Source: an optimization exercise on an open RTL-to-GDS flow (aim: small area). Production flows keep margins and buffers that such runs may drop. Only simulation tests tie the RTL to the original design; equivalence was not proved. No activity file was given, so power comes from the tool's default toggle rates.

==> run a <==
Design reverse_impact_detector_unit, start of the top module:
module reverse_impact_detector_unit #(
  parameter int unsigned SPEED_DEPTH = rid_pkg::SPEED_DEPTH_DEF,
  parameter int unsigned ACCEL_DEPTH = rid_pkg::ACCEL_DEPTH_DEF
) (
  input  logic                            clk_i,
  input  logic                            rst_ni,
  input  logic                            s_axis_tvalid,
  output logic                            s_axis_tready,
  input  logic [rid_pkg::IN_DATA_W-1:0]   s_axis_tdata,
  input  logic [rid_pkg::CMD_W-1:0]       s_axis_tuser,
  output logic                            m_axis_tvalid,
  input  logic                            m_axis_tready,
  output logic [rid_pkg::OUT_DATA_W-1:0]  m_axis_tdata,
  input  logic                            cfg_we_i,
  input  logic [rid_pkg::REG_IDX_W-1:0]   cfg_idx_i,
  input  logic [rid_pkg::REG_DATA_W-1:0]  cfg_data_i
);
==> flow/config.mk <==
export PLATFORM = sky130hd
export DESIGN_NAME = reverse_impact_detector_unit
export DESIGN_NICKNAME = reverse_impact_detector_unit
export VERILOG_FILES = /design/flow/design.v
export SDC_FILE = /design/flow/constraint.sdc
export NUM_CORES = 4
export LEC_CHECK = 0
export ABC_AREA = 1
export CAP_MARGIN = 20
export CORE_MARGIN = 2
export CORE_UTILIZATION = 75
export PLACE_DENSITY = 0.85
export SLEW_MARGIN = 20
==> flow/constraint.sdc <==
create_clock -name core_clock -period 10.0 [get_ports {clk_i}]
set_input_delay 2.0000 -clock core_clock [delete_from_list [all_inputs] [get_ports {clk_i}]]
set_output_delay 2.0000 -clock core_clock [all_outputs]
set_load 0.01 [all_outputs]
standard.sh (not shown) runs the stock make flow with config.mk's settings and CLKGATE_MAP_FILE= SYNTH_SCRIPT=/design/flow/synth_recipe.tcl, a recipe that flattens the netlist after the stock synthesis.
==> flow/flow/run.sh <==
#!/bin/bash
# The standard layout (standard.sh, unchanged synthesis), with a leaner clock tree (clkbuf_8
# leaves over clusters of at most 18 sinks, no dummy loads), the smallest port buffers, and
# more rounds of antenna repair after detailed routing.
set -e
export CTS_ARGS="-sink_clustering_enable -repair_clock_nets -sink_clustering_size 18 -sink_clustering_max_diameter 50 -buf_list sky130_fd_sc_hd__clkbuf_8 -dont_use_dummy_load"
export BUFFER_PORTS_ARGS="-buffer_cell sky130_fd_sc_hd__buf_1"
export MAX_REPAIR_ANTENNAS_ITER_DRT=15
bash standard.sh > standard.log 2>&1
==> run b (differences from run a) <==
--- a/flow/design.v
+++ b/flow/design.v
@@ -187,27 +187,25 @@
   assign last  = dec ? (j_q == 5'd31) : (pass_q ? (j_q == 5'd19) : (j_q == 5'd22));
   assign rot   = !pass_q & !j_q[4];
   assign shift = (sel_q[2:1] == 2'b00 || sel_q == 3'd2) & (pass_q | rot);
   always_ff @(posedge clk_i or negedge rst_ni) begin
     if (!rst_ni) begin
-      sel_q  <= 3'd4;
-      pass_q <= 1'b0;
-      j_q    <= '0;
+      sel_q <= 3'd4;
     end else if (conv_i) begin
-      sel_q  <= 3'd0;
+      sel_q <= 3'd0;
+    end else if (!sel_q[2] && last) begin
+      if (dec) sel_q <= 3'd4;
+      else if (pass_q) sel_q <= {1'b0, sel_q[1] ^ sel_q[0], !sel_q[0]};
+    end
+  end
+  always_ff @(posedge clk_i) begin
+    if (conv_i) begin
       pass_q <= 1'b0;
       j_q    <= '0;
     end else if (!sel_q[2]) begin
       j_q <= last ? 5'd0 : rid_pkg::inc5(j_q);
-      if (last) begin
-        if (dec) begin
-          sel_q <= 3'd4;
-        end else begin
-          pass_q <= !pass_q;
-          if (pass_q) sel_q <= {1'b0, sel_q[1] ^ sel_q[0], !sel_q[0]};
-        end
-      end
+      if (last && !dec) pass_q <= !pass_q;
     end
   end
   always_ff @(posedge clk_i) begin
     if (j_q == 5'd0 && !pass_q) s_q <= cur[15];
     dl_q <= {dl_q[3:0], gbit};
@@ -385,11 +383,11 @@
       if (da_q == AW'(1)) clr_q <= 1'b0;
       if (!a_wr) da_q <= (da_q == '0) ? AW'(ACCEL_DEPTH - 1) : rid_pkg::dec7(da_q);
       if (!v_wr) dv_q <= (dv_q == '0) ? SW'(SPEED_DEPTH - 1) : rid_pkg::dec4(dv_q);
     end
   end
-  assign jr    = clr_q & (da_q == '0);
+  assign jr    = !rst_ni | (clr_q & (da_q == '0) & !cfg_we_i);
   assign wdata = jr ? '0 : cfg_data_i;
   always_ff @(posedge clk_i) begin
     if (jr || (cfg_we_i && cfg_idx_i == 2'd0)) peak_thr_q    <= wdata[15:0];
     if (jr || (cfg_we_i && cfg_idx_i == 2'd1)) zspread_thr_q <= wdata[15:0];
     if (jr || (cfg_we_i && cfg_idx_i == 2'd2)) hold_q        <= wdata;
==> flow/flow/run.sh (replaced) <==
#!/bin/bash
# Layout flow: the standard synthesis (standard.sh synth, unchanged), then a second ABC
# mapping of the combinational logic only (flow/remap.sh; every flip-flop instance is kept
# as it is, with its name and cell), then the standard layout steps with a leaner clock tree
# (clkbuf_8 leaves over clusters of at most 21 sinks, no dummy loads), the smallest port
# buffers, and more rounds of antenna repair after detailed routing.
# Each tool's output goes to a log file of its own in this folder.
set -e
export CTS_ARGS="-sink_clustering_enable -repair_clock_nets -sink_clustering_size 21 -sink_clustering_max_diameter 50 -buf_list sky130_fd_sc_hd__clkbuf_8 -dont_use_dummy_load"
export BUFFER_PORTS_ARGS="-buffer_cell sky130_fd_sc_hd__buf_1"
export MAX_REPAIR_ANTENNAS_ITER_DRT=15
bash standard.sh synth > standard_synth.log 2>&1
bash flow/remap.sh > remap.log 2>&1
bash standard.sh > standard.log 2>&1
==> flow/flow/remap.sh (new file) <==
#!/bin/bash
# Re-map the combinational logic of the standard synthesis netlist with ABC for area.
# Flip-flops and tie cells are black boxes, so every register keeps its instance name and
# cell; ports keep their names; internal nets are renamed.
set -euo pipefail
R=$(pwd)/orfs/results/sky130hd/reverse_impact_detector_unit/base
LIB=$FLOW_HOME/platforms/sky130hd/lib/sky130_fd_sc_hd__tt_025C_1v80.lib
DU=""
for c in $(sed -n '/^export DONT_USE_CELLS/,/^#/p' $FLOW_HOME/platforms/sky130hd/config.mk | grep -o 'sky130_fd_sc_hd__[a-z0-9_]*'); do
  DU="$DU -dont_use $c"
done
YOSYS=yosys
command -v yosys > /dev/null || YOSYS=$FLOW_HOME/../tools/install/yosys/bin/yosys
cp $R/1_2_yosys.v $R/1_2_yosys_standard.v
cat > remap.ys <<EOT
read_liberty -ignore_miss_func $LIB
read_verilog $R/1_2_yosys_standard.v
hierarchy -top reverse_impact_detector_unit
tee -o remap_before.txt stat -liberty $LIB
blackbox sky130_fd_sc_hd__df* sky130_fd_sc_hd__edf* sky130_fd_sc_hd__sdf* sky130_fd_sc_hd__conb_1
flatten
rename -hide w:*.*
opt_clean
techmap
opt -fast
abc -liberty $LIB $DU -script +strash;dch,-f;map,-a;strash;dch,-f;map,-a;topo;dnsize;
opt_clean -purge
splitnets
opt_clean -purge
hilomap -singleton -hicell sky130_fd_sc_hd__conb_1 HI -locell sky130_fd_sc_hd__conb_1 LO
insbuf -buf sky130_fd_sc_hd__buf_4 A X
opt_clean -purge
check
tee -o remap_after.txt stat -liberty $LIB
write_verilog -noattr -nohex -nodec $R/1_2_yosys.v
EOT
$YOSYS -s remap.ys > remap_yosys.log 2>&1
# the flip-flops must be the standard synthesis's, by instance name and cell
grep -E '^\s*sky130_fd_sc_hd__(df|edf|sdf)' $R/1_2_yosys_standard.v | awk '{print $1, $2}' | sort > remap_flops_standard.txt
grep -E '^\s*sky130_fd_sc_hd__(df|edf|sdf)' $R/1_2_yosys.v | awk '{print $1, $2}' | sort > remap_flops_new.txt
cmp remap_flops_standard.txt remap_flops_new.txt
--- a/flow/config.mk
+++ b/flow/config.mk
@@ -6,8 +6,8 @@
 export NUM_CORES = 4
 export LEC_CHECK = 0
 export ABC_AREA = 1
 export CAP_MARGIN = 20
 export CORE_MARGIN = 2
-export CORE_UTILIZATION = 75
-export PLACE_DENSITY = 0.85
+export CORE_UTILIZATION = 70
+export PLACE_DENSITY = 0.78
 export SLEW_MARGIN = 20
==> notes <==
- Against run b, the cell area of run a is larger by 1.7%.
- Of run a and run b, run a has the higher clock power (gap 4.9%, measured against run b).
- Between run a and run b, the lower critical path depth is in run a (gap 22).
- In run b the non-clock buffer count is higher than in run a, by 1.

==> separate check: timing with driven ports <==
The results above use ideal ports. As a check the final layouts listed here were re-extracted and re-timed, cells and wires unchanged.
Step 1 (the two cells are an assumption about what drives the block):
set clk [get_ports {clk_i}]
set_driving_cell -lib_cell sky130_fd_sc_hd__clkbuf_16 $clk
set_driving_cell -lib_cell sky130_fd_sc_hd__buf_2 [delete_from_list [all_inputs] $clk]
Step 2 times the ports against the registers' clock, not the clock port: input delays grow and output delays shrink by t, the midpoint of the rising clock arrivals with the driver on.
a / b / c = ideal / step 1 / step 2; a / b = the first two.
| run | t (ns) | setup WS [ns] | worst setup path after step 2 | latest minus earliest clock arrival (ns) | cell pins on the clock port's net |
|---|---|---|---|---|---|
| run a | 0.927 | 0.618 / 0.618 / 0.618 | register to register | 0.100 / 0.100 | 1 |
| run b | 0.899 | 4.058 / 4.058 / 4.058 | register to register | 0.126 / 0.126 | 1 |
After both steps every run listed still meets setup and hold.
